From an optimization exercise on the open Yosys and OpenROAD flow, aimed at small area, a short achievable clock period and few clock cycles per item; shortcuts taken in it are not production practice.
At most, simulation tests tie the RTL to the original design; equivalence was not proved.
Function not checked in run 2: the RTL went through the layout flow alone.

==> flow/design.v (outline; a module is shown in full before it is edited, if it fits) <==
// module mul_tree1: 792 lines
// module mul_tree2: 180 lines
// module ooo_top: 147 lines
module ooo_top (
   input  wire         clock,
   input  wire         reset,
   input  wire         dispatch_valid,
   input  wire  [2:0]  dispatch_op,
   input  wire  [3:0]  dispatch_rd,
   input  wire  [3:0]  dispatch_rs1,
   input  wire  [3:0]  dispatch_rs2,
   input  wire  [15:0] dispatch_imm,
   output logic        dispatch_ready,
   output logic        commit_valid,
   output logic [3:0]  commit_rd,
   output logic [31:0] commit_value
);
  // ...
==> flow/run.sh <==
#!/bin/bash
# synth_recipe.tcl (not shown) runs the flow's synth.tcl, then flattens the netlist and writes it again
# the make line also repeats each setting of config.mk as NAME=value (left out here)
make -C /OpenROAD-flow-scripts/flow DESIGN_CONFIG=/design/flow/config.mk WORK_HOME=/design/flow/orfs CLKGATE_MAP_FILE= SYNTH_SCRIPT=/design/flow/synth_recipe.tcl finish
==> flow/config.mk <==
export PLATFORM = sky130hd
export DESIGN_NAME = ooo_top
export DESIGN_NICKNAME = ooo_top
export VERILOG_FILES = /design/flow/design.v
export SDC_FILE = /design/flow/constraint.sdc
export NUM_CORES = 4
export LEC_CHECK = 0
export CAP_MARGIN = 20
export CORE_MARGIN = 2
export CORE_UTILIZATION = 40
export PLACE_DENSITY = 0.55
export SETUP_SLACK_MARGIN = 4
export SLEW_MARGIN = 20
export TNS_END_PERCENT = 0
==> flow/constraint.sdc <==
create_clock -name core_clock -period 8.0 [get_ports {clock}]
set_input_delay 1.6000 -clock core_clock [delete_from_list [all_inputs] [get_ports {clock}]]
set_output_delay 1.6000 -clock core_clock [all_outputs]
set_load 0.01 [all_outputs]
==> summary.txt, run 1 <==
The gate count of the mapped netlist is 4957. In the post-synthesis netlist, the cell with the most instances is sky130_fd_sc_hd__edfxtp_1. The top flip-flop cell by instance count after synthesis is sky130_fd_sc_hd__edfxtp_1. The critical path in this run is classified as in -> reg. The required time of the critical path came out at between 8000 and 9000 ps.

The cell count of the worst reg-to-reg path came out at 15. In this run the most critical hold path is launched from d_wait$_SDFF_PN0_. Pin placement for this block handled 72 I/O pins. The setup skew after layout is 53.9 ps. The cell area after placement is 52200 um^2. The flow ran to the end and the layout has no timing, DRC or antenna violations. The fraction of layout cells with a size suffix above 1 came out at 0.160. Yosys attributes the largest share of cell area to sky130_fd_sc_hd__edfxtp_1 36%, sky130_fd_sc_hd__fa_1 7.6%, sky130_fd_sc_hd__dfxtp_1 7.3%, sky130_fd_sc_hd__o21ai_0 5.0%, sky130_fd_sc_hd__a22oi_1 4.4%.

Headroom to the max-slew limit came out at 0.266. The number of warnings printed during yosys synthesis came out at 1. The global routing's busiest layer is met2. The post-synth net total is 5307.

The number of setup violations in the final report came out at 0. The die span in x is between 300 and 400 um. The path class of the tightest hold or removal check is reg -> reg. The sum of overflow across all layers after global routing came out at 0. The plain and repair buffers instantiated in the layout total 418. The commonest cells after synthesis are 588 x sky130_fd_sc_hd__edfxtp_1, 493 x sky130_fd_sc_hd__o21ai_0, 398 x sky130_fd_sc_hd__clkbuf_1. The final period demand of the worst path is roughly 4600 ps.

The clock tree synthesis step divided the H-tree into 3 levels. The area occupied by registers is roughly 21000 um^2. The critical path starts at dispatch_rs1[3].

The flow inserted 1625 tap cells. The routed layout has about 47000 vias. The count of hold buffers inserted by post-cts repair came out at 0.

The global router's overall resource usage came out at 0.363. Of the total standard cell area in the layout, the multi-input combinational portion is 0.452. The detailed router put a total of 86400 um of wire on met1. After detailed routing, the met3 layer carries 32700 um of wire.
Testbench counts, summed over its fixed seeds: cycles 16,430, insts 16,000.
==> module ooo_top, before the edit <==
module ooo_top (
   input  wire         clock,
   input  wire         reset,
   input  wire         dispatch_valid,
   input  wire  [2:0]  dispatch_op,
   input  wire  [3:0]  dispatch_rd,
   input  wire  [3:0]  dispatch_rs1,
   input  wire  [3:0]  dispatch_rs2,
   input  wire  [15:0] dispatch_imm,
   output logic        dispatch_ready,
   output logic        commit_valid,
   output logic [3:0]  commit_rd,
   output logic [31:0] commit_value
);
   localparam logic [2:0] op_li  = 3'd0;
   localparam logic [2:0] op_add = 3'd1;
   localparam logic [2:0] op_sub = 3'd2;
   localparam logic [2:0] op_and = 3'd3;
   localparam logic [2:0] op_xor = 3'd4;
   localparam logic [2:0] op_mul = 3'd5;
   localparam int         mid_w  = ooo_pkg::mid_w;
   logic [31:0]      rf [16];
   logic [15:0]      rf_set;
   logic             d_valid;
   logic             d_wait;      
   logic             d_sub;       
   logic             d_sel_sum;
   logic             d_sel_and;
   logic             d_sel_xor;
   logic             d_sel_pass;  
   logic             d_mul;
   logic [3:0]       d_rd;
   logic [31:0]      d_a;
   logic [31:0]      d_b;
   logic             d_a_y, d_b_y;    
   logic             y_valid;
   logic [3:0]       y_rd;
   logic [mid_w-1:0] y_mid;
   logic             w_valid;
   logic [3:0]       w_rd;
   logic [31:0]      w_val;
   logic             stall;
   logic             fire;
   logic             uses;
   logic             dep_a_d, dep_b_d;
   logic             byp_a_y, byp_b_y;
   logic [31:0]      rd_a, rd_b;
   logic [31:0]      xa, xb;
   logic [32:0]      sum;
   logic [31:0]      row0;
   logic [mid_w-1:0] tree_mid;
   logic [mid_w-1:0] x_mid;
   logic [31:0]      y_row0;
   logic [31:0]      y_s, y_c;
   logic [31:0]      w_next;
   assign stall          = d_valid && d_wait;
   assign dispatch_ready = !stall;
   assign fire           = dispatch_valid && !stall;
   assign uses           = (dispatch_op != op_li);
   assign dep_a_d = uses && d_valid && (dispatch_rs1 == d_rd);
   assign dep_b_d = uses && d_valid && (dispatch_rs2 == d_rd);
   assign byp_a_y = y_valid && (dispatch_rs1 == y_rd);
   assign byp_b_y = y_valid && (dispatch_rs2 == y_rd);
   always_comb begin
      rd_a = '0;
      rd_b = '0;
      for (int r = 0; r < 16; r++) begin
         rd_a = rd_a | ({32{rf_set[r] && dispatch_rs1 == r}} & rf[r]);
         rd_b = rd_b | ({32{rf_set[r] && dispatch_rs2 == r}} & rf[r]);
      end
      if (byp_a_y) rd_a = w_next;
      if (byp_b_y) rd_b = w_next;
      if (!uses) rd_a = {{16{dispatch_imm[15]}}, dispatch_imm};
   end
   always_ff @(posedge clock) begin
      if (reset) begin
         d_valid <= 1'b0;
         d_wait  <= 1'b0;
      end else if (stall) begin
         d_wait <= 1'b0;
         if (d_a_y) d_a <= w_next;
         if (d_b_y) d_b <= w_next;
         d_a_y  <= 1'b0;
         d_b_y  <= 1'b0;
      end else begin
         d_valid    <= fire;
         d_wait     <= (dep_a_d || dep_b_d) && d_mul;
         d_sub      <= (dispatch_op == op_sub);
         d_sel_sum  <= (dispatch_op == op_add) || (dispatch_op == op_sub);
         d_sel_and  <= (dispatch_op == op_and);
         d_sel_xor  <= (dispatch_op == op_xor);
         d_sel_pass <= (dispatch_op == op_li) || (dispatch_op > op_mul);
         d_mul      <= (dispatch_op == op_mul);
         d_rd       <= dispatch_rd;
         d_a        <= rd_a;
         d_b        <= rd_b;
         d_a_y      <= dep_a_d;
         d_b_y      <= dep_b_d;
      end
   end
   assign y_row0 = y_mid[31:0];
   assign xa = d_a_y ? y_row0 : d_a;
   assign xb = d_b_y ? y_row0 : d_b;
   assign sum = {xa, 1'b1} + {xb ^ {32{d_sub}}, d_sub};
   mul_tree1 i_mul_tree1 (.a(xa), .b(xb), .mid(tree_mid));
   assign row0 = ({32{d_sel_sum}}  & sum[32:1])
               | ({32{d_sel_and}}  & (xa & xb))
               | ({32{d_sel_xor}}  & (xa ^ xb))
               | ({32{d_sel_pass}} & xa)
               | ({32{d_mul}}      & tree_mid[31:0]);
   assign x_mid = {tree_mid[mid_w-1:32] & {(mid_w-32){d_mul}}, row0};
   always_ff @(posedge clock) begin
      if (reset) begin
         y_valid <= 1'b0;
      end else begin
         y_valid <= d_valid && !stall;
      end
      y_rd  <= d_rd;
      y_mid <= x_mid;
   end
   mul_tree2 i_mul_tree2 (.mid(y_mid), .s(y_s), .c(y_c));
   assign w_next = y_s + y_c;
   always_ff @(posedge clock) begin
      if (reset) begin
         w_valid <= 1'b0;
      end else begin
         w_valid <= y_valid;
      end
      w_rd  <= y_rd;
      w_val <= w_next;
   end
   always_ff @(posedge clock) begin
      if (reset) begin
         rf_set <= '0;
      end else if (y_valid) begin
         rf_set[y_rd] <= 1'b1;
      end
   end
   always_ff @(posedge clock) begin
      if (y_valid) begin
         rf[y_rd] <= w_next;
      end
   end
   assign commit_valid = w_valid;
   assign commit_rd    = w_rd;
   assign commit_value = w_val;
endmodule
==> inputs of run 2 (changes only) <==
--- a/flow/design.v
+++ b/flow/design.v
@@ -1,15 +1,15 @@
 `default_nettype none
 package ooo_pkg;
-   localparam int mid_w = 119;
+   localparam int mid_w = 167;
 endpackage
 `default_nettype wire
 `default_nettype none
-module mul_tree1 (input wire [31:0] a, input wire [31:0] b, output wire [118:0] mid);
+module mul_tree1 (input wire [31:0] a, input wire [31:0] b, output wire [166:0] mid);
    wire one0 = b[0] ^ 1'b0;
    wire two0 = (b[1] & ~b[0] & ~1'b0) | (~b[1] & b[0] & 1'b0);
    wire neg0 = b[1];
    wire pp0_0 = ((one0 & a[0]) | (two0 & 1'b0)) ^ neg0;
    wire pp0_1 = ((one0 & a[1]) | (two0 & a[0])) ^ neg0;
    wire pp0_2 = ((one0 & a[2]) | (two0 & a[1])) ^ neg0;
    wire pp0_3 = ((one0 & a[3]) | (two0 & a[2])) ^ neg0;
    wire pp0_4 = ((one0 & a[4]) | (two0 & a[3])) ^ neg0;
@@ -573,413 +573,461 @@
    wire k246 = (s31 & k118) | (s31 & k120) | (k118 & k120);
    wire s247 = k122 ^ k124 ^ s125;
    wire k248 = (k122 & k124) | (k122 & s125) | (k124 & s125);
    wire s249 = s127 ^ s129 ^ s131;
    wire k250 = (s127 & s129) | (s127 & s131) | (s129 & s131);
    wire s251 = s36 ^ k126 ^ k128;
    wire s252 = k130 ^ k132 ^ s133;
    wire s253 = s134 ^ s135 ^ s136;
-   wire s254 = pp0_6 ^ pp1_4;
-   wire k255 = pp0_6 & pp1_4;
-   wire s256 = pp0_7 ^ pp1_5;
-   wire k257 = pp0_7 & pp1_5;
-   wire s258 = pp0_8 ^ pp1_6 ^ pp2_4;
-   wire k259 = (pp0_8 & pp1_6) | (pp0_8 & pp2_4) | (pp1_6 & pp2_4);
-   wire s260 = pp3_2 ^ pp4_0;
-   wire k261 = pp3_2 & pp4_0;
-   wire s262 = pp0_9 ^ pp1_7 ^ pp2_5;
-   wire k263 = (pp0_9 & pp1_7) | (pp0_9 & pp2_5) | (pp1_7 & pp2_5);
-   wire s264 = pp3_3 ^ pp4_1;
-   wire k265 = pp3_3 & pp4_1;
-   wire s266 = pp2_6 ^ pp3_4 ^ pp4_2;
-   wire k267 = (pp2_6 & pp3_4) | (pp2_6 & pp4_2) | (pp3_4 & pp4_2);
-   wire s268 = pp5_0 ^ neg5 ^ s137;
-   wire k269 = (pp5_0 & neg5) | (pp5_0 & s137) | (neg5 & s137);
-   wire s270 = pp2_7 ^ pp3_5 ^ pp4_3;
-   wire k271 = (pp2_7 & pp3_5) | (pp2_7 & pp4_3) | (pp3_5 & pp4_3);
-   wire s272 = pp5_1 ^ k138 ^ s139;
-   wire k273 = (pp5_1 & k138) | (pp5_1 & s139) | (k138 & s139);
-   wire s274 = pp5_2 ^ pp6_0 ^ neg6;
-   wire k275 = (pp5_2 & pp6_0) | (pp5_2 & neg6) | (pp6_0 & neg6);
-   wire s276 = k140 ^ s141 ^ s143;
-   wire k277 = (k140 & s141) | (k140 & s143) | (s141 & s143);
-   wire s278 = pp5_3 ^ pp6_1 ^ k142;
-   wire k279 = (pp5_3 & pp6_1) | (pp5_3 & k142) | (pp6_1 & k142);
-   wire s280 = k144 ^ s145 ^ s147;
-   wire k281 = (k144 & s145) | (k144 & s147) | (s145 & s147);
-   wire s282 = neg7 ^ k146 ^ k148;
-   wire k283 = (neg7 & k146) | (neg7 & k148) | (k146 & k148);
-   wire s284 = s149 ^ s151 ^ s153;
-   wire k285 = (s149 & s151) | (s149 & s153) | (s151 & s153);
-   wire s286 = k150 ^ k152 ^ k154;
-   wire k287 = (k150 & k152) | (k150 & k154) | (k152 & k154);
-   wire s288 = s155 ^ s157 ^ s159;
-   wire k289 = (s155 & s157) | (s155 & s159) | (s157 & s159);
-   wire s290 = k156 ^ k158 ^ k160;
-   wire k291 = (k156 & k158) | (k156 & k160) | (k158 & k160);
-   wire s292 = s161 ^ s163 ^ s165;
-   wire k293 = (s161 & s163) | (s161 & s165) | (s163 & s165);
-   wire s294 = k162 ^ k164 ^ k166;
-   wire k295 = (k162 & k164) | (k162 & k166) | (k164 & k166);
-   wire s296 = s167 ^ s169 ^ s171;
-   wire k297 = (s167 & s169) | (s167 & s171) | (s169 & s171);
-   wire s298 = k168 ^ k170 ^ k172;
-   wire k299 = (k168 & k170) | (k168 & k172) | (k170 & k172);
-   wire s300 = s173 ^ s175 ^ s177;
-   wire k301 = (s173 & s175) | (s173 & s177) | (s175 & s177);
-   wire s302 = k174 ^ k176 ^ k178;
-   wire k303 = (k174 & k176) | (k174 & k178) | (k176 & k178);
-   wire s304 = s179 ^ s181 ^ s183;
-   wire k305 = (s179 & s181) | (s179 & s183) | (s181 & s183);
-   wire s306 = k180 ^ k182 ^ k184;
-   wire k307 = (k180 & k182) | (k180 & k184) | (k182 & k184);
-   wire s308 = s185 ^ s187 ^ s189;
-   wire k309 = (s185 & s187) | (s185 & s189) | (s187 & s189);
-   wire s310 = k186 ^ k188 ^ k190;
-   wire k311 = (k186 & k188) | (k186 & k190) | (k188 & k190);
-   wire s312 = s191 ^ s193 ^ s195;
-   wire k313 = (s191 & s193) | (s191 & s195) | (s193 & s195);
-   wire s314 = k192 ^ k194 ^ k196;
-   wire k315 = (k192 & k194) | (k192 & k196) | (k194 & k196);
-   wire s316 = s197 ^ s199 ^ s201;
-   wire k317 = (s197 & s199) | (s197 & s201) | (s199 & s201);
-   wire s318 = k198 ^ k200 ^ k202;
-   wire k319 = (k198 & k200) | (k198 & k202) | (k200 & k202);
-   wire s320 = s203 ^ s205 ^ s207;
-   wire k321 = (s203 & s205) | (s203 & s207) | (s205 & s207);
-   wire s322 = k204 ^ k206 ^ k208;
-   wire k323 = (k204 & k206) | (k204 & k208) | (k206 & k208);
-   wire s324 = s209 ^ s211 ^ s213;
-   wire k325 = (s209 & s211) | (s209 & s213) | (s211 & s213);
-   wire s326 = k210 ^ k212 ^ k214;
-   wire k327 = (k210 & k212) | (k210 & k214) | (k212 & k214);
-   wire s328 = s215 ^ s217 ^ s219;
-   wire k329 = (s215 & s217) | (s215 & s219) | (s217 & s219);
-   wire s330 = k216 ^ k218 ^ k220;
-   wire k331 = (k216 & k218) | (k216 & k220) | (k218 & k220);
-   wire s332 = s221 ^ s223 ^ s225;
-   wire k333 = (s221 & s223) | (s221 & s225) | (s223 & s225);
-   wire s334 = k222 ^ k224 ^ k226;
-   wire k335 = (k222 & k224) | (k222 & k226) | (k224 & k226);
-   wire s336 = s227 ^ s229 ^ s231;
-   wire k337 = (s227 & s229) | (s227 & s231) | (s229 & s231);
-   wire s338 = k228 ^ k230 ^ k232;
-   wire k339 = (k228 & k230) | (k228 & k232) | (k230 & k232);
-   wire s340 = s233 ^ s235 ^ s237;
-   wire k341 = (s233 & s235) | (s233 & s237) | (s235 & s237);
-   wire s342 = k234 ^ k236 ^ k238;
-   wire k343 = (k234 & k236) | (k234 & k238) | (k236 & k238);
-   wire s344 = s239 ^ s241 ^ s243;
-   wire k345 = (s239 & s241) | (s239 & s243) | (s241 & s243);
-   wire s346 = k240 ^ k242 ^ k244;
-   wire k347 = (k240 & k242) | (k240 & k244) | (k242 & k244);
-   wire s348 = s245 ^ s247 ^ s249;
-   wire k349 = (s245 & s247) | (s245 & s249) | (s247 & s249);
-   wire s350 = k246 ^ k248 ^ k250;
-   wire s351 = s251 ^ s252 ^ s253;
    assign mid[0] = pp0_0;
    assign mid[1] = pp0_1;
    assign mid[2] = pp0_2;
    assign mid[3] = pp0_3;
    assign mid[4] = pp0_4;
    assign mid[5] = pp0_5;
-   assign mid[6] = pp2_2;
-   assign mid[7] = pp2_3;
-   assign mid[8] = neg4;
-   assign mid[9] = k259;
-   assign mid[10] = k263;
-   assign mid[11] = k267;
-   assign mid[12] = k271;
-   assign mid[13] = k275;
-   assign mid[14] = k279;
-   assign mid[15] = k283;
-   assign mid[16] = k287;
-   assign mid[17] = k291;
-   assign mid[18] = k295;
-   assign mid[19] = k299;
-   assign mid[20] = k303;
-   assign mid[21] = k307;
-   assign mid[22] = k311;
-   assign mid[23] = k315;
-   assign mid[24] = k319;
-   assign mid[25] = k323;
-   assign mid[26] = k327;
-   assign mid[27] = k331;
-   assign mid[28] = k335;
-   assign mid[29] = k339;
-   assign mid[30] = k343;
-   assign mid[31] = k347;
+   assign mid[6] = pp0_6;
+   assign mid[7] = pp0_7;
+   assign mid[8] = pp0_8;
+   assign mid[9] = pp0_9;
+   assign mid[10] = pp2_6;
+   assign mid[11] = pp2_7;
+   assign mid[12] = pp5_2;
+   assign mid[13] = pp5_3;
+   assign mid[14] = neg7;
+   assign mid[15] = k150;
+   assign mid[16] = k156;
+   assign mid[17] = k162;
+   assign mid[18] = k168;
+   assign mid[19] = k174;
+   assign mid[20] = k180;
+   assign mid[21] = k186;
+   assign mid[22] = k192;
+   assign mid[23] = k198;
+   assign mid[24] = k204;
+   assign mid[25] = k210;
+   assign mid[26] = k216;
+   assign mid[27] = k222;
+   assign mid[28] = k228;
+   assign mid[29] = k234;
+   assign mid[30] = k240;
+   assign mid[31] = k246;
    assign mid[32] = neg0;
    assign mid[33] = pp1_0;
    assign mid[34] = neg1;
    assign mid[35] = pp1_1;
    assign mid[36] = pp1_2;
    assign mid[37] = pp2_0;
    assign mid[38] = neg2;
    assign mid[39] = pp1_3;
    assign mid[40] = pp2_1;
-   assign mid[41] = pp3_0;
-   assign mid[42] = neg3;
-   assign mid[43] = s254;
-   assign mid[44] = pp3_1;
-   assign mid[45] = k255;
-   assign mid[46] = s256;
-   assign mid[47] = k257;
-   assign mid[48] = s258;
-   assign mid[49] = s260;
-   assign mid[50] = k261;
-   assign mid[51] = s262;
-   assign mid[52] = s264;
-   assign mid[53] = k265;
-   assign mid[54] = s266;
-   assign mid[55] = s268;
-   assign mid[56] = k269;
-   assign mid[57] = s270;
-   assign mid[58] = s272;
-   assign mid[59] = k273;
-   assign mid[60] = s274;
-   assign mid[61] = s276;
-   assign mid[62] = k277;
-   assign mid[63] = s278;
-   assign mid[64] = s280;
-   assign mid[65] = k281;
-   assign mid[66] = s282;
-   assign mid[67] = s284;
-   assign mid[68] = k285;
-   assign mid[69] = s286;
-   assign mid[70] = s288;
-   assign mid[71] = k289;
-   assign mid[72] = s290;
-   assign mid[73] = s292;
-   assign mid[74] = k293;
-   assign mid[75] = s294;
-   assign mid[76] = s296;
-   assign mid[77] = k297;
-   assign mid[78] = s298;
-   assign mid[79] = s300;
-   assign mid[80] = k301;
-   assign mid[81] = s302;
-   assign mid[82] = s304;
-   assign mid[83] = k305;
-   assign mid[84] = s306;
-   assign mid[85] = s308;
-   assign mid[86] = k309;
-   assign mid[87] = s310;
-   assign mid[88] = s312;
-   assign mid[89] = k313;
-   assign mid[90] = s314;
-   assign mid[91] = s316;
-   assign mid[92] = k317;
-   assign mid[93] = s318;
-   assign mid[94] = s320;
-   assign mid[95] = k321;
-   assign mid[96] = s322;
-   assign mid[97] = s324;
-   assign mid[98] = k325;
-   assign mid[99] = s326;
-   assign mid[100] = s328;
-   assign mid[101] = k329;
-   assign mid[102] = s330;
-   assign mid[103] = s332;
-   assign mid[104] = k333;
-   assign mid[105] = s334;
-   assign mid[106] = s336;
-   assign mid[107] = k337;
-   assign mid[108] = s338;
-   assign mid[109] = s340;
-   assign mid[110] = k341;
-   assign mid[111] = s342;
-   assign mid[112] = s344;
-   assign mid[113] = k345;
-   assign mid[114] = s346;
-   assign mid[115] = s348;
-   assign mid[116] = k349;
-   assign mid[117] = s350;
-   assign mid[118] = s351;
+   assign mid[41] = pp1_4;
+   assign mid[42] = pp2_2;
+   assign mid[43] = pp3_0;
+   assign mid[44] = neg3;
+   assign mid[45] = pp1_5;
+   assign mid[46] = pp2_3;
+   assign mid[47] = pp3_1;
+   assign mid[48] = pp1_6;
+   assign mid[49] = pp2_4;
+   assign mid[50] = pp3_2;
+   assign mid[51] = pp4_0;
+   assign mid[52] = neg4;
+   assign mid[53] = pp1_7;
+   assign mid[54] = pp2_5;
+   assign mid[55] = pp3_3;
+   assign mid[56] = pp4_1;
+   assign mid[57] = pp3_4;
+   assign mid[58] = pp4_2;
+   assign mid[59] = pp5_0;
+   assign mid[60] = neg5;
+   assign mid[61] = s137;
+   assign mid[62] = pp3_5;
+   assign mid[63] = pp4_3;
+   assign mid[64] = pp5_1;
+   assign mid[65] = k138;
+   assign mid[66] = s139;
+   assign mid[67] = pp6_0;
+   assign mid[68] = neg6;
+   assign mid[69] = k140;
+   assign mid[70] = s141;
+   assign mid[71] = s143;
+   assign mid[72] = pp6_1;
+   assign mid[73] = k142;
+   assign mid[74] = k144;
+   assign mid[75] = s145;
+   assign mid[76] = s147;
+   assign mid[77] = k146;
+   assign mid[78] = k148;
+   assign mid[79] = s149;
+   assign mid[80] = s151;
+   assign mid[81] = s153;
+   assign mid[82] = k152;
+   assign mid[83] = k154;
+   assign mid[84] = s155;
+   assign mid[85] = s157;
+   assign mid[86] = s159;
+   assign mid[87] = k158;
+   assign mid[88] = k160;
+   assign mid[89] = s161;
+   assign mid[90] = s163;
+   assign mid[91] = s165;
+   assign mid[92] = k164;
+   assign mid[93] = k166;
+   assign mid[94] = s167;
+   assign mid[95] = s169;
+   assign mid[96] = s171;
+   assign mid[97] = k170;
+   assign mid[98] = k172;
+   assign mid[99] = s173;
+   assign mid[100] = s175;
+   assign mid[101] = s177;
+   assign mid[102] = k176;
+   assign mid[103] = k178;
+   assign mid[104] = s179;
+   assign mid[105] = s181;
+   assign mid[106] = s183;
+   assign mid[107] = k182;
+   assign mid[108] = k184;
+   assign mid[109] = s185;
+   assign mid[110] = s187;
+   assign mid[111] = s189;
+   assign mid[112] = k188;
+   assign mid[113] = k190;
+   assign mid[114] = s191;
+   assign mid[115] = s193;
+   assign mid[116] = s195;
+   assign mid[117] = k194;
+   assign mid[118] = k196;
+   assign mid[119] = s197;
+   assign mid[120] = s199;
+   assign mid[121] = s201;
+   assign mid[122] = k200;
+   assign mid[123] = k202;
+   assign mid[124] = s203;
+   assign mid[125] = s205;
+   assign mid[126] = s207;
+   assign mid[127] = k206;
+   assign mid[128] = k208;
+   assign mid[129] = s209;
+   assign mid[130] = s211;
+   assign mid[131] = s213;
+   assign mid[132] = k212;
+   assign mid[133] = k214;
+   assign mid[134] = s215;
+   assign mid[135] = s217;
+   assign mid[136] = s219;
+   assign mid[137] = k218;
+   assign mid[138] = k220;
+   assign mid[139] = s221;
+   assign mid[140] = s223;
+   assign mid[141] = s225;
+   assign mid[142] = k224;
+   assign mid[143] = k226;
+   assign mid[144] = s227;
+   assign mid[145] = s229;
+   assign mid[146] = s231;
+   assign mid[147] = k230;
+   assign mid[148] = k232;
+   assign mid[149] = s233;
+   assign mid[150] = s235;
+   assign mid[151] = s237;
+   assign mid[152] = k236;
+   assign mid[153] = k238;
+   assign mid[154] = s239;
+   assign mid[155] = s241;
+   assign mid[156] = s243;
+   assign mid[157] = k242;
+   assign mid[158] = k244;
+   assign mid[159] = s245;
+   assign mid[160] = s247;
+   assign mid[161] = s249;
+   assign mid[162] = k248;
+   assign mid[163] = k250;
+   assign mid[164] = s251;
+   assign mid[165] = s252;
+   assign mid[166] = s253;
 endmodule
-module mul_tree2 (input wire [118:0] mid, output wire [31:0] s, output wire [31:0] c);
-   wire s1 = mid[4] ^ mid[36];
-   wire k2 = mid[4] & mid[36];
-   wire s3 = mid[5] ^ mid[39];
-   wire k4 = mid[5] & mid[39];
-   wire s5 = mid[6] ^ mid[41] ^ mid[42];
-   wire k6 = (mid[6] & mid[41]) | (mid[6] & mid[42]) | (mid[41] & mid[42]);
-   wire s7 = mid[7] ^ mid[44] ^ mid[45];
-   wire k8 = (mid[7] & mid[44]) | (mid[7] & mid[45]) | (mid[44] & mid[45]);
-   wire s9 = mid[8] ^ mid[47] ^ mid[48];
-   wire k10 = (mid[8] & mid[47]) | (mid[8] & mid[48]) | (mid[47] & mid[48]);
-   wire s11 = mid[9] ^ mid[50] ^ mid[51];
-   wire k12 = (mid[9] & mid[50]) | (mid[9] & mid[51]) | (mid[50] & mid[51]);
-   wire s13 = mid[10] ^ mid[53] ^ mid[54];
-   wire k14 = (mid[10] & mid[53]) | (mid[10] & mid[54]) | (mid[53] & mid[54]);
-   wire s15 = mid[11] ^ mid[56] ^ mid[57];
-   wire k16 = (mid[11] & mid[56]) | (mid[11] & mid[57]) | (mid[56] & mid[57]);
-   wire s17 = mid[12] ^ mid[59] ^ mid[60];
-   wire k18 = (mid[12] & mid[59]) | (mid[12] & mid[60]) | (mid[59] & mid[60]);
-   wire s19 = mid[13] ^ mid[62] ^ mid[63];
-   wire k20 = (mid[13] & mid[62]) | (mid[13] & mid[63]) | (mid[62] & mid[63]);
-   wire s21 = mid[14] ^ mid[65] ^ mid[66];
-   wire k22 = (mid[14] & mid[65]) | (mid[14] & mid[66]) | (mid[65] & mid[66]);
-   wire s23 = mid[15] ^ mid[68] ^ mid[69];
-   wire k24 = (mid[15] & mid[68]) | (mid[15] & mid[69]) | (mid[68] & mid[69]);
-   wire s25 = mid[16] ^ mid[71] ^ mid[72];
-   wire k26 = (mid[16] & mid[71]) | (mid[16] & mid[72]) | (mid[71] & mid[72]);
-   wire s27 = mid[17] ^ mid[74] ^ mid[75];
-   wire k28 = (mid[17] & mid[74]) | (mid[17] & mid[75]) | (mid[74] & mid[75]);
-   wire s29 = mid[18] ^ mid[77] ^ mid[78];
-   wire k30 = (mid[18] & mid[77]) | (mid[18] & mid[78]) | (mid[77] & mid[78]);
-   wire s31 = mid[19] ^ mid[80] ^ mid[81];
-   wire k32 = (mid[19] & mid[80]) | (mid[19] & mid[81]) | (mid[80] & mid[81]);
-   wire s33 = mid[20] ^ mid[83] ^ mid[84];
-   wire k34 = (mid[20] & mid[83]) | (mid[20] & mid[84]) | (mid[83] & mid[84]);
-   wire s35 = mid[21] ^ mid[86] ^ mid[87];
-   wire k36 = (mid[21] & mid[86]) | (mid[21] & mid[87]) | (mid[86] & mid[87]);
-   wire s37 = mid[22] ^ mid[89] ^ mid[90];
-   wire k38 = (mid[22] & mid[89]) | (mid[22] & mid[90]) | (mid[89] & mid[90]);
-   wire s39 = mid[23] ^ mid[92] ^ mid[93];
-   wire k40 = (mid[23] & mid[92]) | (mid[23] & mid[93]) | (mid[92] & mid[93]);
-   wire s41 = mid[24] ^ mid[95] ^ mid[96];
-   wire k42 = (mid[24] & mid[95]) | (mid[24] & mid[96]) | (mid[95] & mid[96]);
-   wire s43 = mid[25] ^ mid[98] ^ mid[99];
-   wire k44 = (mid[25] & mid[98]) | (mid[25] & mid[99]) | (mid[98] & mid[99]);
-   wire s45 = mid[26] ^ mid[101] ^ mid[102];
-   wire k46 = (mid[26] & mid[101]) | (mid[26] & mid[102]) | (mid[101] & mid[102]);
-   wire s47 = mid[27] ^ mid[104] ^ mid[105];
-   wire k48 = (mid[27] & mid[104]) | (mid[27] & mid[105]) | (mid[104] & mid[105]);
-   wire s49 = mid[28] ^ mid[107] ^ mid[108];
-   wire k50 = (mid[28] & mid[107]) | (mid[28] & mid[108]) | (mid[107] & mid[108]);
-   wire s51 = mid[29] ^ mid[110] ^ mid[111];
-   wire k52 = (mid[29] & mid[110]) | (mid[29] & mid[111]) | (mid[110] & mid[111]);
-   wire s53 = mid[30] ^ mid[113] ^ mid[114];
-   wire k54 = (mid[30] & mid[113]) | (mid[30] & mid[114]) | (mid[113] & mid[114]);
-   wire s55 = mid[31] ^ mid[116] ^ mid[117];
-   wire s56 = mid[2] ^ mid[33];
-   wire k57 = mid[2] & mid[33];
-   wire s58 = mid[3] ^ mid[35];
-   wire k59 = mid[3] & mid[35];
-   wire s60 = mid[37] ^ mid[38] ^ s1;
-   wire k61 = (mid[37] & mid[38]) | (mid[37] & s1) | (mid[38] & s1);
-   wire s62 = mid[40] ^ k2 ^ s3;
-   wire k63 = (mid[40] & k2) | (mid[40] & s3) | (k2 & s3);
-   wire s64 = mid[43] ^ k4 ^ s5;
-   wire k65 = (mid[43] & k4) | (mid[43] & s5) | (k4 & s5);
-   wire s66 = mid[46] ^ k6 ^ s7;
-   wire k67 = (mid[46] & k6) | (mid[46] & s7) | (k6 & s7);
-   wire s68 = mid[49] ^ k8 ^ s9;
-   wire k69 = (mid[49] & k8) | (mid[49] & s9) | (k8 & s9);
-   wire s70 = mid[52] ^ k10 ^ s11;
-   wire k71 = (mid[52] & k10) | (mid[52] & s11) | (k10 & s11);
-   wire s72 = mid[55] ^ k12 ^ s13;
-   wire k73 = (mid[55] & k12) | (mid[55] & s13) | (k12 & s13);
-   wire s74 = mid[58] ^ k14 ^ s15;
-   wire k75 = (mid[58] & k14) | (mid[58] & s15) | (k14 & s15);
-   wire s76 = mid[61] ^ k16 ^ s17;
-   wire k77 = (mid[61] & k16) | (mid[61] & s17) | (k16 & s17);
-   wire s78 = mid[64] ^ k18 ^ s19;
-   wire k79 = (mid[64] & k18) | (mid[64] & s19) | (k18 & s19);
-   wire s80 = mid[67] ^ k20 ^ s21;
-   wire k81 = (mid[67] & k20) | (mid[67] & s21) | (k20 & s21);
-   wire s82 = mid[70] ^ k22 ^ s23;
-   wire k83 = (mid[70] & k22) | (mid[70] & s23) | (k22 & s23);
-   wire s84 = mid[73] ^ k24 ^ s25;
-   wire k85 = (mid[73] & k24) | (mid[73] & s25) | (k24 & s25);
-   wire s86 = mid[76] ^ k26 ^ s27;
-   wire k87 = (mid[76] & k26) | (mid[76] & s27) | (k26 & s27);
-   wire s88 = mid[79] ^ k28 ^ s29;
-   wire k89 = (mid[79] & k28) | (mid[79] & s29) | (k28 & s29);
-   wire s90 = mid[82] ^ k30 ^ s31;
-   wire k91 = (mid[82] & k30) | (mid[82] & s31) | (k30 & s31);
-   wire s92 = mid[85] ^ k32 ^ s33;
-   wire k93 = (mid[85] & k32) | (mid[85] & s33) | (k32 & s33);
-   wire s94 = mid[88] ^ k34 ^ s35;
-   wire k95 = (mid[88] & k34) | (mid[88] & s35) | (k34 & s35);
-   wire s96 = mid[91] ^ k36 ^ s37;
-   wire k97 = (mid[91] & k36) | (mid[91] & s37) | (k36 & s37);
-   wire s98 = mid[94] ^ k38 ^ s39;
-   wire k99 = (mid[94] & k38) | (mid[94] & s39) | (k38 & s39);
-   wire s100 = mid[97] ^ k40 ^ s41;
-   wire k101 = (mid[97] & k40) | (mid[97] & s41) | (k40 & s41);
-   wire s102 = mid[100] ^ k42 ^ s43;
-   wire k103 = (mid[100] & k42) | (mid[100] & s43) | (k42 & s43);
-   wire s104 = mid[103] ^ k44 ^ s45;
-   wire k105 = (mid[103] & k44) | (mid[103] & s45) | (k44 & s45);
-   wire s106 = mid[106] ^ k46 ^ s47;
-   wire k107 = (mid[106] & k46) | (mid[106] & s47) | (k46 & s47);
-   wire s108 = mid[109] ^ k48 ^ s49;
-   wire k109 = (mid[109] & k48) | (mid[109] & s49) | (k48 & s49);
-   wire s110 = mid[112] ^ k50 ^ s51;
-   wire k111 = (mid[112] & k50) | (mid[112] & s51) | (k50 & s51);
-   wire s112 = mid[115] ^ k52 ^ s53;
-   wire k113 = (mid[115] & k52) | (mid[115] & s53) | (k52 & s53);
-   wire s114 = mid[118] ^ k54 ^ s55;
+module mul_tree2 (input wire [166:0] mid, output wire [31:0] s, output wire [31:0] c);
+   wire s1 = mid[6] ^ mid[41];
+   wire k2 = mid[6] & mid[41];
+   wire s3 = mid[7] ^ mid[45];
+   wire k4 = mid[7] & mid[45];
+   wire s5 = mid[8] ^ mid[48] ^ mid[49];
+   wire k6 = (mid[8] & mid[48]) | (mid[8] & mid[49]) | (mid[48] & mid[49]);
+   wire s7 = mid[50] ^ mid[51];
+   wire k8 = mid[50] & mid[51];
+   wire s9 = mid[9] ^ mid[53] ^ mid[54];
+   wire k10 = (mid[9] & mid[53]) | (mid[9] & mid[54]) | (mid[53] & mid[54]);
+   wire s11 = mid[55] ^ mid[56];
+   wire k12 = mid[55] & mid[56];
+   wire s13 = mid[10] ^ mid[57] ^ mid[58];
+   wire k14 = (mid[10] & mid[57]) | (mid[10] & mid[58]) | (mid[57] & mid[58]);
+   wire s15 = mid[59] ^ mid[60] ^ mid[61];
+   wire k16 = (mid[59] & mid[60]) | (mid[59] & mid[61]) | (mid[60] & mid[61]);
+   wire s17 = mid[11] ^ mid[62] ^ mid[63];
+   wire k18 = (mid[11] & mid[62]) | (mid[11] & mid[63]) | (mid[62] & mid[63]);
+   wire s19 = mid[64] ^ mid[65] ^ mid[66];
+   wire k20 = (mid[64] & mid[65]) | (mid[64] & mid[66]) | (mid[65] & mid[66]);
+   wire s21 = mid[12] ^ mid[67] ^ mid[68];
+   wire k22 = (mid[12] & mid[67]) | (mid[12] & mid[68]) | (mid[67] & mid[68]);
+   wire s23 = mid[69] ^ mid[70] ^ mid[71];
+   wire k24 = (mid[69] & mid[70]) | (mid[69] & mid[71]) | (mid[70] & mid[71]);
+   wire s25 = mid[13] ^ mid[72] ^ mid[73];
+   wire k26 = (mid[13] & mid[72]) | (mid[13] & mid[73]) | (mid[72] & mid[73]);
+   wire s27 = mid[74] ^ mid[75] ^ mid[76];
+   wire k28 = (mid[74] & mid[75]) | (mid[74] & mid[76]) | (mid[75] & mid[76]);
+   wire s29 = mid[14] ^ mid[77] ^ mid[78];
+   wire k30 = (mid[14] & mid[77]) | (mid[14] & mid[78]) | (mid[77] & mid[78]);
+   wire s31 = mid[79] ^ mid[80] ^ mid[81];
+   wire k32 = (mid[79] & mid[80]) | (mid[79] & mid[81]) | (mid[80] & mid[81]);
+   wire s33 = mid[15] ^ mid[82] ^ mid[83];
+   wire k34 = (mid[15] & mid[82]) | (mid[15] & mid[83]) | (mid[82] & mid[83]);
+   wire s35 = mid[84] ^ mid[85] ^ mid[86];
+   wire k36 = (mid[84] & mid[85]) | (mid[84] & mid[86]) | (mid[85] & mid[86]);
+   wire s37 = mid[16] ^ mid[87] ^ mid[88];
+   wire k38 = (mid[16] & mid[87]) | (mid[16] & mid[88]) | (mid[87] & mid[88]);
+   wire s39 = mid[89] ^ mid[90] ^ mid[91];
+   wire k40 = (mid[89] & mid[90]) | (mid[89] & mid[91]) | (mid[90] & mid[91]);
+   wire s41 = mid[17] ^ mid[92] ^ mid[93];
+   wire k42 = (mid[17] & mid[92]) | (mid[17] & mid[93]) | (mid[92] & mid[93]);
+   wire s43 = mid[94] ^ mid[95] ^ mid[96];
+   wire k44 = (mid[94] & mid[95]) | (mid[94] & mid[96]) | (mid[95] & mid[96]);
+   wire s45 = mid[18] ^ mid[97] ^ mid[98];
+   wire k46 = (mid[18] & mid[97]) | (mid[18] & mid[98]) | (mid[97] & mid[98]);
+   wire s47 = mid[99] ^ mid[100] ^ mid[101];
+   wire k48 = (mid[99] & mid[100]) | (mid[99] & mid[101]) | (mid[100] & mid[101]);
+   wire s49 = mid[19] ^ mid[102] ^ mid[103];
+   wire k50 = (mid[19] & mid[102]) | (mid[19] & mid[103]) | (mid[102] & mid[103]);
+   wire s51 = mid[104] ^ mid[105] ^ mid[106];
+   wire k52 = (mid[104] & mid[105]) | (mid[104] & mid[106]) | (mid[105] & mid[106]);
+   wire s53 = mid[20] ^ mid[107] ^ mid[108];
+   wire k54 = (mid[20] & mid[107]) | (mid[20] & mid[108]) | (mid[107] & mid[108]);
+   wire s55 = mid[109] ^ mid[110] ^ mid[111];
+   wire k56 = (mid[109] & mid[110]) | (mid[109] & mid[111]) | (mid[110] & mid[111]);
+   wire s57 = mid[21] ^ mid[112] ^ mid[113];
+   wire k58 = (mid[21] & mid[112]) | (mid[21] & mid[113]) | (mid[112] & mid[113]);
+   wire s59 = mid[114] ^ mid[115] ^ mid[116];
+   wire k60 = (mid[114] & mid[115]) | (mid[114] & mid[116]) | (mid[115] & mid[116]);
+   wire s61 = mid[22] ^ mid[117] ^ mid[118];
+   wire k62 = (mid[22] & mid[117]) | (mid[22] & mid[118]) | (mid[117] & mid[118]);
+   wire s63 = mid[119] ^ mid[120] ^ mid[121];
+   wire k64 = (mid[119] & mid[120]) | (mid[119] & mid[121]) | (mid[120] & mid[121]);
+   wire s65 = mid[23] ^ mid[122] ^ mid[123];
+   wire k66 = (mid[23] & mid[122]) | (mid[23] & mid[123]) | (mid[122] & mid[123]);
+   wire s67 = mid[124] ^ mid[125] ^ mid[126];
+   wire k68 = (mid[124] & mid[125]) | (mid[124] & mid[126]) | (mid[125] & mid[126]);
+   wire s69 = mid[24] ^ mid[127] ^ mid[128];
+   wire k70 = (mid[24] & mid[127]) | (mid[24] & mid[128]) | (mid[127] & mid[128]);
+   wire s71 = mid[129] ^ mid[130] ^ mid[131];
+   wire k72 = (mid[129] & mid[130]) | (mid[129] & mid[131]) | (mid[130] & mid[131]);
+   wire s73 = mid[25] ^ mid[132] ^ mid[133];
+   wire k74 = (mid[25] & mid[132]) | (mid[25] & mid[133]) | (mid[132] & mid[133]);
+   wire s75 = mid[134] ^ mid[135] ^ mid[136];
+   wire k76 = (mid[134] & mid[135]) | (mid[134] & mid[136]) | (mid[135] & mid[136]);
+   wire s77 = mid[26] ^ mid[137] ^ mid[138];
+   wire k78 = (mid[26] & mid[137]) | (mid[26] & mid[138]) | (mid[137] & mid[138]);
+   wire s79 = mid[139] ^ mid[140] ^ mid[141];
+   wire k80 = (mid[139] & mid[140]) | (mid[139] & mid[141]) | (mid[140] & mid[141]);
+   wire s81 = mid[27] ^ mid[142] ^ mid[143];
+   wire k82 = (mid[27] & mid[142]) | (mid[27] & mid[143]) | (mid[142] & mid[143]);
+   wire s83 = mid[144] ^ mid[145] ^ mid[146];
+   wire k84 = (mid[144] & mid[145]) | (mid[144] & mid[146]) | (mid[145] & mid[146]);
+   wire s85 = mid[28] ^ mid[147] ^ mid[148];
+   wire k86 = (mid[28] & mid[147]) | (mid[28] & mid[148]) | (mid[147] & mid[148]);
+   wire s87 = mid[149] ^ mid[150] ^ mid[151];
+   wire k88 = (mid[149] & mid[150]) | (mid[149] & mid[151]) | (mid[150] & mid[151]);
+   wire s89 = mid[29] ^ mid[152] ^ mid[153];
+   wire k90 = (mid[29] & mid[152]) | (mid[29] & mid[153]) | (mid[152] & mid[153]);
+   wire s91 = mid[154] ^ mid[155] ^ mid[156];
+   wire k92 = (mid[154] & mid[155]) | (mid[154] & mid[156]) | (mid[155] & mid[156]);
+   wire s93 = mid[30] ^ mid[157] ^ mid[158];
+   wire k94 = (mid[30] & mid[157]) | (mid[30] & mid[158]) | (mid[157] & mid[158]);
+   wire s95 = mid[159] ^ mid[160] ^ mid[161];
+   wire k96 = (mid[159] & mid[160]) | (mid[159] & mid[161]) | (mid[160] & mid[161]);
+   wire s97 = mid[31] ^ mid[162] ^ mid[163];
+   wire s98 = mid[164] ^ mid[165] ^ mid[166];
+   wire s99 = mid[4] ^ mid[36];
+   wire k100 = mid[4] & mid[36];
+   wire s101 = mid[5] ^ mid[39];
+   wire k102 = mid[5] & mid[39];
+   wire s103 = mid[42] ^ mid[43] ^ mid[44];
+   wire k104 = (mid[42] & mid[43]) | (mid[42] & mid[44]) | (mid[43] & mid[44]);
+   wire s105 = mid[46] ^ mid[47] ^ k2;
+   wire k106 = (mid[46] & mid[47]) | (mid[46] & k2) | (mid[47] & k2);
+   wire s107 = mid[52] ^ k4 ^ s5;
+   wire k108 = (mid[52] & k4) | (mid[52] & s5) | (k4 & s5);
+   wire s109 = k6 ^ k8 ^ s9;
+   wire k110 = (k6 & k8) | (k6 & s9) | (k8 & s9);
+   wire s111 = k10 ^ k12 ^ s13;
+   wire k112 = (k10 & k12) | (k10 & s13) | (k12 & s13);
+   wire s113 = k14 ^ k16 ^ s17;
+   wire k114 = (k14 & k16) | (k14 & s17) | (k16 & s17);
+   wire s115 = k18 ^ k20 ^ s21;
+   wire k116 = (k18 & k20) | (k18 & s21) | (k20 & s21);
+   wire s117 = k22 ^ k24 ^ s25;
+   wire k118 = (k22 & k24) | (k22 & s25) | (k24 & s25);
+   wire s119 = k26 ^ k28 ^ s29;
+   wire k120 = (k26 & k28) | (k26 & s29) | (k28 & s29);
+   wire s121 = k30 ^ k32 ^ s33;
+   wire k122 = (k30 & k32) | (k30 & s33) | (k32 & s33);
+   wire s123 = k34 ^ k36 ^ s37;
+   wire k124 = (k34 & k36) | (k34 & s37) | (k36 & s37);
+   wire s125 = k38 ^ k40 ^ s41;
+   wire k126 = (k38 & k40) | (k38 & s41) | (k40 & s41);
+   wire s127 = k42 ^ k44 ^ s45;
+   wire k128 = (k42 & k44) | (k42 & s45) | (k44 & s45);
+   wire s129 = k46 ^ k48 ^ s49;
+   wire k130 = (k46 & k48) | (k46 & s49) | (k48 & s49);
+   wire s131 = k50 ^ k52 ^ s53;
+   wire k132 = (k50 & k52) | (k50 & s53) | (k52 & s53);
+   wire s133 = k54 ^ k56 ^ s57;
+   wire k134 = (k54 & k56) | (k54 & s57) | (k56 & s57);
+   wire s135 = k58 ^ k60 ^ s61;
+   wire k136 = (k58 & k60) | (k58 & s61) | (k60 & s61);
+   wire s137 = k62 ^ k64 ^ s65;
+   wire k138 = (k62 & k64) | (k62 & s65) | (k64 & s65);
+   wire s139 = k66 ^ k68 ^ s69;
+   wire k140 = (k66 & k68) | (k66 & s69) | (k68 & s69);
+   wire s141 = k70 ^ k72 ^ s73;
+   wire k142 = (k70 & k72) | (k70 & s73) | (k72 & s73);
+   wire s143 = k74 ^ k76 ^ s77;
+   wire k144 = (k74 & k76) | (k74 & s77) | (k76 & s77);
+   wire s145 = k78 ^ k80 ^ s81;
+   wire k146 = (k78 & k80) | (k78 & s81) | (k80 & s81);
+   wire s147 = k82 ^ k84 ^ s85;
+   wire k148 = (k82 & k84) | (k82 & s85) | (k84 & s85);
+   wire s149 = k86 ^ k88 ^ s89;
+   wire k150 = (k86 & k88) | (k86 & s89) | (k88 & s89);
+   wire s151 = k90 ^ k92 ^ s93;
+   wire k152 = (k90 & k92) | (k90 & s93) | (k92 & s93);
+   wire s153 = k94 ^ k96 ^ s97;
+   wire s154 = mid[2] ^ mid[33];
+   wire k155 = mid[2] & mid[33];
+   wire s156 = mid[3] ^ mid[35];
+   wire k157 = mid[3] & mid[35];
+   wire s158 = mid[37] ^ mid[38] ^ s99;
+   wire k159 = (mid[37] & mid[38]) | (mid[37] & s99) | (mid[38] & s99);
+   wire s160 = mid[40] ^ k100 ^ s101;
+   wire k161 = (mid[40] & k100) | (mid[40] & s101) | (k100 & s101);
+   wire s162 = s1 ^ k102 ^ s103;
+   wire k163 = (s1 & k102) | (s1 & s103) | (k102 & s103);
+   wire s164 = s3 ^ k104 ^ s105;
+   wire k165 = (s3 & k104) | (s3 & s105) | (k104 & s105);
+   wire s166 = s7 ^ k106 ^ s107;
+   wire k167 = (s7 & k106) | (s7 & s107) | (k106 & s107);
+   wire s168 = s11 ^ k108 ^ s109;
+   wire k169 = (s11 & k108) | (s11 & s109) | (k108 & s109);
+   wire s170 = s15 ^ k110 ^ s111;
+   wire k171 = (s15 & k110) | (s15 & s111) | (k110 & s111);
+   wire s172 = s19 ^ k112 ^ s113;
+   wire k173 = (s19 & k112) | (s19 & s113) | (k112 & s113);
+   wire s174 = s23 ^ k114 ^ s115;
+   wire k175 = (s23 & k114) | (s23 & s115) | (k114 & s115);
+   wire s176 = s27 ^ k116 ^ s117;
+   wire k177 = (s27 & k116) | (s27 & s117) | (k116 & s117);
+   wire s178 = s31 ^ k118 ^ s119;
+   wire k179 = (s31 & k118) | (s31 & s119) | (k118 & s119);
+   wire s180 = s35 ^ k120 ^ s121;
+   wire k181 = (s35 & k120) | (s35 & s121) | (k120 & s121);
+   wire s182 = s39 ^ k122 ^ s123;
+   wire k183 = (s39 & k122) | (s39 & s123) | (k122 & s123);
+   wire s184 = s43 ^ k124 ^ s125;
+   wire k185 = (s43 & k124) | (s43 & s125) | (k124 & s125);
+   wire s186 = s47 ^ k126 ^ s127;
+   wire k187 = (s47 & k126) | (s47 & s127) | (k126 & s127);
+   wire s188 = s51 ^ k128 ^ s129;
+   wire k189 = (s51 & k128) | (s51 & s129) | (k128 & s129);
+   wire s190 = s55 ^ k130 ^ s131;
+   wire k191 = (s55 & k130) | (s55 & s131) | (k130 & s131);
+   wire s192 = s59 ^ k132 ^ s133;
+   wire k193 = (s59 & k132) | (s59 & s133) | (k132 & s133);
+   wire s194 = s63 ^ k134 ^ s135;
+   wire k195 = (s63 & k134) | (s63 & s135) | (k134 & s135);
+   wire s196 = s67 ^ k136 ^ s137;
+   wire k197 = (s67 & k136) | (s67 & s137) | (k136 & s137);
+   wire s198 = s71 ^ k138 ^ s139;
+   wire k199 = (s71 & k138) | (s71 & s139) | (k138 & s139);
+   wire s200 = s75 ^ k140 ^ s141;
+   wire k201 = (s75 & k140) | (s75 & s141) | (k140 & s141);
+   wire s202 = s79 ^ k142 ^ s143;
+   wire k203 = (s79 & k142) | (s79 & s143) | (k142 & s143);
+   wire s204 = s83 ^ k144 ^ s145;
+   wire k205 = (s83 & k144) | (s83 & s145) | (k144 & s145);
+   wire s206 = s87 ^ k146 ^ s147;
+   wire k207 = (s87 & k146) | (s87 & s147) | (k146 & s147);
+   wire s208 = s91 ^ k148 ^ s149;
+   wire k209 = (s91 & k148) | (s91 & s149) | (k148 & s149);
+   wire s210 = s95 ^ k150 ^ s151;
+   wire k211 = (s95 & k150) | (s95 & s151) | (k150 & s151);
+   wire s212 = s98 ^ k152 ^ s153;
    assign s[0] = mid[0];
    assign c[0] = mid[32];
    assign s[1] = mid[1];
    assign c[1] = 1'b0;
    assign s[2] = mid[34];
-   assign c[2] = s56;
-   assign s[3] = k57;
-   assign c[3] = s58;
-   assign s[4] = k59;
-   assign c[4] = s60;
-   assign s[5] = k61;
-   assign c[5] = s62;
-   assign s[6] = k63;
-   assign c[6] = s64;
-   assign s[7] = k65;
-   assign c[7] = s66;
-   assign s[8] = k67;
-   assign c[8] = s68;
-   assign s[9] = k69;
-   assign c[9] = s70;
-   assign s[10] = k71;
-   assign c[10] = s72;
-   assign s[11] = k73;
-   assign c[11] = s74;
-   assign s[12] = k75;
-   assign c[12] = s76;
-   assign s[13] = k77;
-   assign c[13] = s78;
-   assign s[14] = k79;
-   assign c[14] = s80;
-   assign s[15] = k81;
-   assign c[15] = s82;
-   assign s[16] = k83;
-   assign c[16] = s84;
-   assign s[17] = k85;
-   assign c[17] = s86;
-   assign s[18] = k87;
-   assign c[18] = s88;
-   assign s[19] = k89;
-   assign c[19] = s90;
-   assign s[20] = k91;
-   assign c[20] = s92;
-   assign s[21] = k93;
-   assign c[21] = s94;
-   assign s[22] = k95;
-   assign c[22] = s96;
-   assign s[23] = k97;
-   assign c[23] = s98;
-   assign s[24] = k99;
-   assign c[24] = s100;
-   assign s[25] = k101;
-   assign c[25] = s102;
-   assign s[26] = k103;
-   assign c[26] = s104;
-   assign s[27] = k105;
-   assign c[27] = s106;
-   assign s[28] = k107;
-   assign c[28] = s108;
-   assign s[29] = k109;
-   assign c[29] = s110;
-   assign s[30] = k111;
-   assign c[30] = s112;
-   assign s[31] = k113;
-   assign c[31] = s114;
+   assign c[2] = s154;
+   assign s[3] = k155;
+   assign c[3] = s156;
+   assign s[4] = k157;
+   assign c[4] = s158;
+   assign s[5] = k159;
+   assign c[5] = s160;
+   assign s[6] = k161;
+   assign c[6] = s162;
+   assign s[7] = k163;
+   assign c[7] = s164;
+   assign s[8] = k165;
+   assign c[8] = s166;
+   assign s[9] = k167;
+   assign c[9] = s168;
+   assign s[10] = k169;
+   assign c[10] = s170;
+   assign s[11] = k171;
+   assign c[11] = s172;
+   assign s[12] = k173;
+   assign c[12] = s174;
+   assign s[13] = k175;
+   assign c[13] = s176;
+   assign s[14] = k177;
+   assign c[14] = s178;
+   assign s[15] = k179;
+   assign c[15] = s180;
+   assign s[16] = k181;
+   assign c[16] = s182;
+   assign s[17] = k183;
+   assign c[17] = s184;
+   assign s[18] = k185;
+   assign c[18] = s186;
+   assign s[19] = k187;
+   assign c[19] = s188;
+   assign s[20] = k189;
+   assign c[20] = s190;
+   assign s[21] = k191;
+   assign c[21] = s192;
+   assign s[22] = k193;
+   assign c[22] = s194;
+   assign s[23] = k195;
+   assign c[23] = s196;
+   assign s[24] = k197;
+   assign c[24] = s198;
+   assign s[25] = k199;
+   assign c[25] = s200;
+   assign s[26] = k201;
+   assign c[26] = s202;
+   assign s[27] = k203;
+   assign c[27] = s204;
+   assign s[28] = k205;
+   assign c[28] = s206;
+   assign s[29] = k207;
+   assign c[29] = s208;
+   assign s[30] = k209;
+   assign c[30] = s210;
+   assign s[31] = k211;
+   assign c[31] = s212;
 endmodule
 `default_nettype wire
 `timescale 1ns/1ps
 `default_nettype none
 module ooo_top (
    input  wire         clock,
    input  wire         reset,
    input  wire         dispatch_valid,
@@ -997,133 +1045,180 @@
    localparam logic [2:0] op_add = 3'd1;
    localparam logic [2:0] op_sub = 3'd2;
    localparam logic [2:0] op_and = 3'd3;
    localparam logic [2:0] op_xor = 3'd4;
    localparam logic [2:0] op_mul = 3'd5;
    localparam int         mid_w  = ooo_pkg::mid_w;
    logic [31:0]      rf [16];
    logic [15:0]      rf_set;
+   logic             f_valid;
+   logic [2:0]       f_op;
+   logic [3:0]       f_rd;
+   logic [3:0]       f_rs1;
+   logic [3:0]       f_rs2;
+   logic [15:0]      f_imm;
    logic             d_valid;
-   logic             d_wait;      
    logic             d_sub;       
    logic             d_sel_sum;
    logic             d_sel_and;
    logic             d_sel_xor;
    logic             d_sel_pass;  
    logic             d_mul;
    logic [3:0]       d_rd;
    logic [31:0]      d_a;
    logic [31:0]      d_b;
-   logic             d_a_y, d_b_y;    
+   logic             d_a_m, d_a_y, d_b_m, d_b_y;
+   logic             m_valid;
+   logic             m_mul;
+   logic [3:0]       m_rd;
+   logic [mid_w-1:0] m_mid;
    logic             y_valid;
    logic [3:0]       y_rd;
-   logic [mid_w-1:0] y_mid;
+   logic [31:0]      y_s;
+   logic [31:0]      y_c;
    logic             w_valid;
    logic [3:0]       w_rd;
    logic [31:0]      w_val;
    logic             stall;
-   logic             fire;
+   logic             take;
    logic             uses;
-   logic             dep_a_d, dep_b_d;
-   logic             byp_a_y, byp_b_y;
+   logic             a_d, b_d, a_m, b_m, a_y, b_y, a_w, b_w;
    logic [31:0]      rd_a, rd_b;
+   logic [31:0]      m_row0;
    logic [31:0]      xa, xb;
    logic [32:0]      sum;
    logic [31:0]      row0;
    logic [mid_w-1:0] tree_mid;
    logic [mid_w-1:0] x_mid;
-   logic [31:0]      y_row0;
-   logic [31:0]      y_s, y_c;
+   logic [31:0]      x2_s, x2_c;
    logic [31:0]      w_next;
-   assign stall          = d_valid && d_wait;
-   assign dispatch_ready = !stall;
-   assign fire           = dispatch_valid && !stall;
-   assign uses           = (dispatch_op != op_li);
-   assign dep_a_d = uses && d_valid && (dispatch_rs1 == d_rd);
-   assign dep_b_d = uses && d_valid && (dispatch_rs2 == d_rd);
-   assign byp_a_y = y_valid && (dispatch_rs1 == y_rd);
-   assign byp_b_y = y_valid && (dispatch_rs2 == y_rd);
+   assign m_row0 = m_mid[31:0];
+   assign w_next = y_s + y_c;
+   assign stall = d_valid && ((d_a_m && m_mul) || d_a_y || (d_b_m && m_mul) || d_b_y);
+   assign take           = !(f_valid && stall);
+   assign dispatch_ready = take;
+   always_ff @(posedge clock) begin
+      if (reset) begin
+         f_valid <= 1'b0;
+      end else if (take) begin
+         f_valid <= dispatch_valid;
+         f_op    <= dispatch_op;
+         f_rd    <= dispatch_rd;
+         f_rs1   <= dispatch_rs1;
+         f_rs2   <= dispatch_rs2;
+         f_imm   <= dispatch_imm;
+      end
+   end
+   assign uses = (f_op != op_li);
+   assign a_d = uses && d_valid && (f_rs1 == d_rd);
+   assign b_d = uses && d_valid && (f_rs2 == d_rd);
+   assign a_m = uses && m_valid && (f_rs1 == m_rd);
+   assign b_m = uses && m_valid && (f_rs2 == m_rd);
+   assign a_y = uses && y_valid && (f_rs1 == y_rd);
+   assign b_y = uses && y_valid && (f_rs2 == y_rd);
+   assign a_w = uses && w_valid && (f_rs1 == w_rd);
+   assign b_w = uses && w_valid && (f_rs2 == w_rd);
    always_comb begin
       rd_a = '0;
       rd_b = '0;
       for (int r = 0; r < 16; r++) begin
-         rd_a = rd_a | ({32{rf_set[r] && dispatch_rs1 == r}} & rf[r]);
-         rd_b = rd_b | ({32{rf_set[r] && dispatch_rs2 == r}} & rf[r]);
+         rd_a = rd_a | ({32{rf_set[r] && f_rs1 == r}} & rf[r]);
+         rd_b = rd_b | ({32{rf_set[r] && f_rs2 == r}} & rf[r]);
       end
-      if (byp_a_y) rd_a = w_next;
-      if (byp_b_y) rd_b = w_next;
-      if (!uses) rd_a = {{16{dispatch_imm[15]}}, dispatch_imm};
+      if (a_w) rd_a = w_val;
+      if (b_w) rd_b = w_val;
+      if (a_y) rd_a = w_next;
+      if (b_y) rd_b = w_next;
+      if (a_m) rd_a = m_row0;
+      if (b_m) rd_b = m_row0;
+      if (!uses) rd_a = {{16{f_imm[15]}}, f_imm};
    end
    always_ff @(posedge clock) begin
       if (reset) begin
          d_valid <= 1'b0;
-         d_wait  <= 1'b0;
+         d_a_m   <= 1'b0;
+         d_a_y   <= 1'b0;
+         d_b_m   <= 1'b0;
+         d_b_y   <= 1'b0;
       end else if (stall) begin
-         d_wait <= 1'b0;
+         if (d_a_m && !m_mul) d_a <= m_row0;
+         if (d_b_m && !m_mul) d_b <= m_row0;
          if (d_a_y) d_a <= w_next;
          if (d_b_y) d_b <= w_next;
-         d_a_y  <= 1'b0;
-         d_b_y  <= 1'b0;
+         d_a_y <= d_a_m && m_mul;
+         d_b_y <= d_b_m && m_mul;
+         d_a_m <= 1'b0;
+         d_b_m <= 1'b0;
       end else begin
-         d_valid    <= fire;
-         d_wait     <= (dep_a_d || dep_b_d) && d_mul;
-         d_sub      <= (dispatch_op == op_sub);
-         d_sel_sum  <= (dispatch_op == op_add) || (dispatch_op == op_sub);
-         d_sel_and  <= (dispatch_op == op_and);
-         d_sel_xor  <= (dispatch_op == op_xor);
-         d_sel_pass <= (dispatch_op == op_li) || (dispatch_op > op_mul);
-         d_mul      <= (dispatch_op == op_mul);
-         d_rd       <= dispatch_rd;
+         d_valid    <= f_valid;
+         d_sub      <= (f_op == op_sub);
+         d_sel_sum  <= (f_op == op_add) || (f_op == op_sub);
+         d_sel_and  <= (f_op == op_and);
+         d_sel_xor  <= (f_op == op_xor);
+         d_sel_pass <= (f_op == op_li) || (f_op > op_mul);
+         d_mul      <= (f_op == op_mul);
+         d_rd       <= f_rd;
          d_a        <= rd_a;
          d_b        <= rd_b;
-         d_a_y      <= dep_a_d;
-         d_b_y      <= dep_b_d;
+         d_a_m      <= a_d;
+         d_b_m      <= b_d;
+         d_a_y      <= !a_d && a_m && m_mul;
+         d_b_y      <= !b_d && b_m && m_mul;
       end
    end
-   assign y_row0 = y_mid[31:0];
-   assign xa = d_a_y ? y_row0 : d_a;
-   assign xb = d_b_y ? y_row0 : d_b;
+   assign xa = d_a_m ? m_row0 : d_a;
+   assign xb = d_b_m ? m_row0 : d_b;
    assign sum = {xa, 1'b1} + {xb ^ {32{d_sub}}, d_sub};
    mul_tree1 i_mul_tree1 (.a(xa), .b(xb), .mid(tree_mid));
    assign row0 = ({32{d_sel_sum}}  & sum[32:1])
                | ({32{d_sel_and}}  & (xa & xb))
                | ({32{d_sel_xor}}  & (xa ^ xb))
                | ({32{d_sel_pass}} & xa)
                | ({32{d_mul}}      & tree_mid[31:0]);
    assign x_mid = {tree_mid[mid_w-1:32] & {(mid_w-32){d_mul}}, row0};
    always_ff @(posedge clock) begin
       if (reset) begin
+         m_valid <= 1'b0;
+      end else begin
+         m_valid <= d_valid && !stall;
+      end
+      m_mul <= d_mul;
+      m_rd  <= d_rd;
+      m_mid <= x_mid;
+   end
+   mul_tree2 i_mul_tree2 (.mid(m_mid), .s(x2_s), .c(x2_c));
+   always_ff @(posedge clock) begin
+      if (reset) begin
          y_valid <= 1'b0;
       end else begin
-         y_valid <= d_valid && !stall;
+         y_valid <= m_valid;
       end
-      y_rd  <= d_rd;
-      y_mid <= x_mid;
+      y_rd <= m_rd;
+      y_s  <= x2_s;
+      y_c  <= x2_c;
    end
-   mul_tree2 i_mul_tree2 (.mid(y_mid), .s(y_s), .c(y_c));
-   assign w_next = y_s + y_c;
    always_ff @(posedge clock) begin
       if (reset) begin
          w_valid <= 1'b0;
       end else begin
          w_valid <= y_valid;
       end
       w_rd  <= y_rd;
       w_val <= w_next;
    end
    always_ff @(posedge clock) begin
       if (reset) begin
          rf_set <= '0;
-      end else if (y_valid) begin
-         rf_set[y_rd] <= 1'b1;
+      end else if (w_valid) begin
+         rf_set[w_rd] <= 1'b1;
       end
    end
    always_ff @(posedge clock) begin
-      if (y_valid) begin
-         rf[y_rd] <= w_next;
+      if (w_valid) begin
+         rf[w_rd] <= w_val;
       end
    end
    assign commit_valid = w_valid;
    assign commit_rd    = w_rd;
    assign commit_value = w_val;
 endmodule
 `default_nettype wire
==> flow/config.mk (replaced) <==
export PLATFORM = sky130hd
export DESIGN_NAME = ooo_top
export DESIGN_NICKNAME = ooo_top
export VERILOG_FILES = /design/flow/design.v
export SDC_FILE = /design/flow/constraint.sdc
export NUM_CORES = 4
export LEC_CHECK = 0
export CAP_MARGIN = 20
export CORE_MARGIN = 2
export CORE_UTILIZATION = 50
export PLACE_DENSITY = 0.6
export SETUP_SLACK_MARGIN = 4
export SLEW_MARGIN = 20
==> run 2 against run 1 <==
Core utilization grew 10 points; via count grew 18%; non-clock buffer count grew 21; clock-buffer cell count grew 17; global-route usage grew 6.1 points; critical path type is now reg -> reg; critical endpoint is now d_b[3]$_DFFE_PP_; largest cell class unchanged.
==> summary.txt, run 2 <==
Biggest area contributors in the synthesized netlist: sky130_fd_sc_hd__edfxtp_1 32%, sky130_fd_sc_hd__dfxtp_1 10%, sky130_fd_sc_hd__a22oi_1 7.3%, sky130_fd_sc_hd__fa_1 6.6%, sky130_fd_sc_hd__o21ai_0 5.8% (was sky130_fd_sc_hd__edfxtp_1 36%, sky130_fd_sc_hd__fa_1 7.6%, sky130_fd_sc_hd__dfxtp_1 7.3%, sky130_fd_sc_hd__o21ai_0 5.0%, sky130_fd_sc_hd__a22oi_1 4.4%). The total via count after detailed routing is 55300 (was 47000). The number of setup violations in the final report came out at 0 (unchanged). The maximum root-to-sink buffer count is 3 (unchanged).

The path category of the worst min-delay check is reg -> reg (unchanged). The fraction of layout cells with a size suffix above 1 is 0.127 (was 0.160). Status: complete, no violations (unchanged).

The number of H-tree levels came to 3 (unchanged). The die span in x is 342 um (was 355 um). The setup skew after layout is 19.4 ps (was 53.9 ps). The post-synth net total came out at 6386 (was 5307).

The count of hold buffers inserted by post-cts repair is 0 (unchanged). The required time of the critical path came out at 8430 ps (was 8540 ps). The dominant cell by count in the synthesized netlist is sky130_fd_sc_hd__o21ai_0 (was sky130_fd_sc_hd__edfxtp_1). The cell count of the worst reg-to-reg path came to 9 (was 15). The gate count of the mapped netlist came out at 6034 (was 4957). The worst max-slew margin expressed relative to the limit is 0.110 (was 0.266). The sum of overflow across all layers after global routing is 0 (unchanged).

The global router's overall resource usage came out at 0.423 (was 0.363). The number of warnings printed during yosys synthesis came to 1 (unchanged). The category of the critical setup timing path is reg -> reg (was in -> reg). The final period demand of the worst path came to 4030 ps (was 4560 ps).
## run 2: path summary, 6_finish.rpt
kind,startpoint,endpoint
worst max register to register,f_rs2[0]$_DFFE_PP_,d_b[3]$_DFFE_PP_
worst max-delay path,f_rs2[0]$_DFFE_PP_,d_b[3]$_DFFE_PP_
worst min-delay path,m_mid[34]$_DFF_P_,y_s[2]$_DFF_P_
worst min register to register,m_mid[34]$_DFF_P_,y_s[2]$_DFF_P_
## run 2: cell type report
class / instances / area, um^2 / area share
Antenna cell: 7 / 17.5 / 0.000265
Sequential cell: 917 / 24600 / 0.372
Timing Repair inverter: 4 / 22.5 / 0.000341
Inverter: 313 / 1290 / 0.0195
Clock buffer: 129 / 2790 / 0.0422
Clock inverter: 62 / 652 / 0.00987
Timing Repair Buffer: 439 / 4500 / 0.0682
Tap cell: 1512 / 1890 / 0.0286
Multi-Input combinational cell: 4204 / 30300 / 0.459
## run 2: critical path, stage by stage, from the launching register on
cell                       delay, ps
sky130_fd_sc_hd__edfxtp_1        720
sky130_fd_sc_hd__and4b_1         380
sky130_fd_sc_hd__and2_1          390
sky130_fd_sc_hd__buf_4           420
sky130_fd_sc_hd__a22oi_1         220
sky130_fd_sc_hd__nand2_1          90
sky130_fd_sc_hd__nor4_1         1040
sky130_fd_sc_hd__a211oi_1        180
sky130_fd_sc_hd__a21oi_1         170
sky130_fd_sc_hd__o21ai_0         110
## run 2: routing by layer
metal  share of wire  routed length, um  GRT usage
met1            0.38              98300      0.612
met2            0.39             102000      0.566
met3            0.18              46100      0.156
met5        0.000050                 13          0
met4           0.052              13500      0.176
## run 2: per-stage QoR
stage / instance area [um^2] / hold slack, ps / util
6_report: 66100 / 332 / 0.580
5_1_grt: 66000 / 335 / 0.580
4_1_cts: 64600 / 328 / 0.567
3_5_place_dp: 59800 / 314 / 0.526
3_3_place_gp: 59800 / 313 / 0.525
2_1_floorplan: 57300 / 310 / -
## run 2: logic make-up after synthesis
kind of cell	count (synthesis)	synth area share
AOI/OAI and AO/OA	2267	0.256
xor gates and xnor gates	180	0.0278
and+or+nand+nor	1339	0.113
adders and majority gates	318	0.0944
DFF	917	0.429
buffers and inverters	916	0.0626
muxes	97	0.0184
## run 2: repair_timing
action,4_1_cts,5_1_grt
setup buffers,54,65
hold endpoints to repair,0,0
gates resized for setup,152,127
gates cloned,13,18
setup endpoints to repair,138,54
pin swaps,3,12

[separate check: timing with driven ports]
No port has a modelled driver above. Below, the same layouts with a new extraction and two added sets of constraints. Step 1 (the two cells are an assumption about what drives the block):
set clk [get_ports {clock}]
set_driving_cell -lib_cell sky130_fd_sc_hd__clkbuf_16 $clk
set_driving_cell -lib_cell sky130_fd_sc_hd__buf_2 [delete_from_list [all_inputs] $clk]
Step 2 also shifts input and output timing later by t, the mid clock arrival at the registers, as if the neighbouring blocks saw the same clock. Slacks: ideal ports / drivers / drivers and shift; pairs: ideal ports / drivers.
| run | t (ns) | setup WS [ns] | worst hold slack (ns) | worst data-port slew with drivers (ns) | pins driven straight from the clock port |
|---|---|---|---|---|---|
| run 1 | 0.765 | 3.435 / 3.483 / 2.718 | 0.423 / 0.423 / 0.423 | 0.07 | 1 |
| run 2 | 0.770 | 3.974 / 3.974 / 3.974 | 0.332 / 0.332 / 0.332 | 0.05 | 1 |
After both steps every run listed still meets setup and hold. For run 1, which loses most, drivers alone change the setup slack by +0.048 ns; drivers and shift together by -0.717 ns.
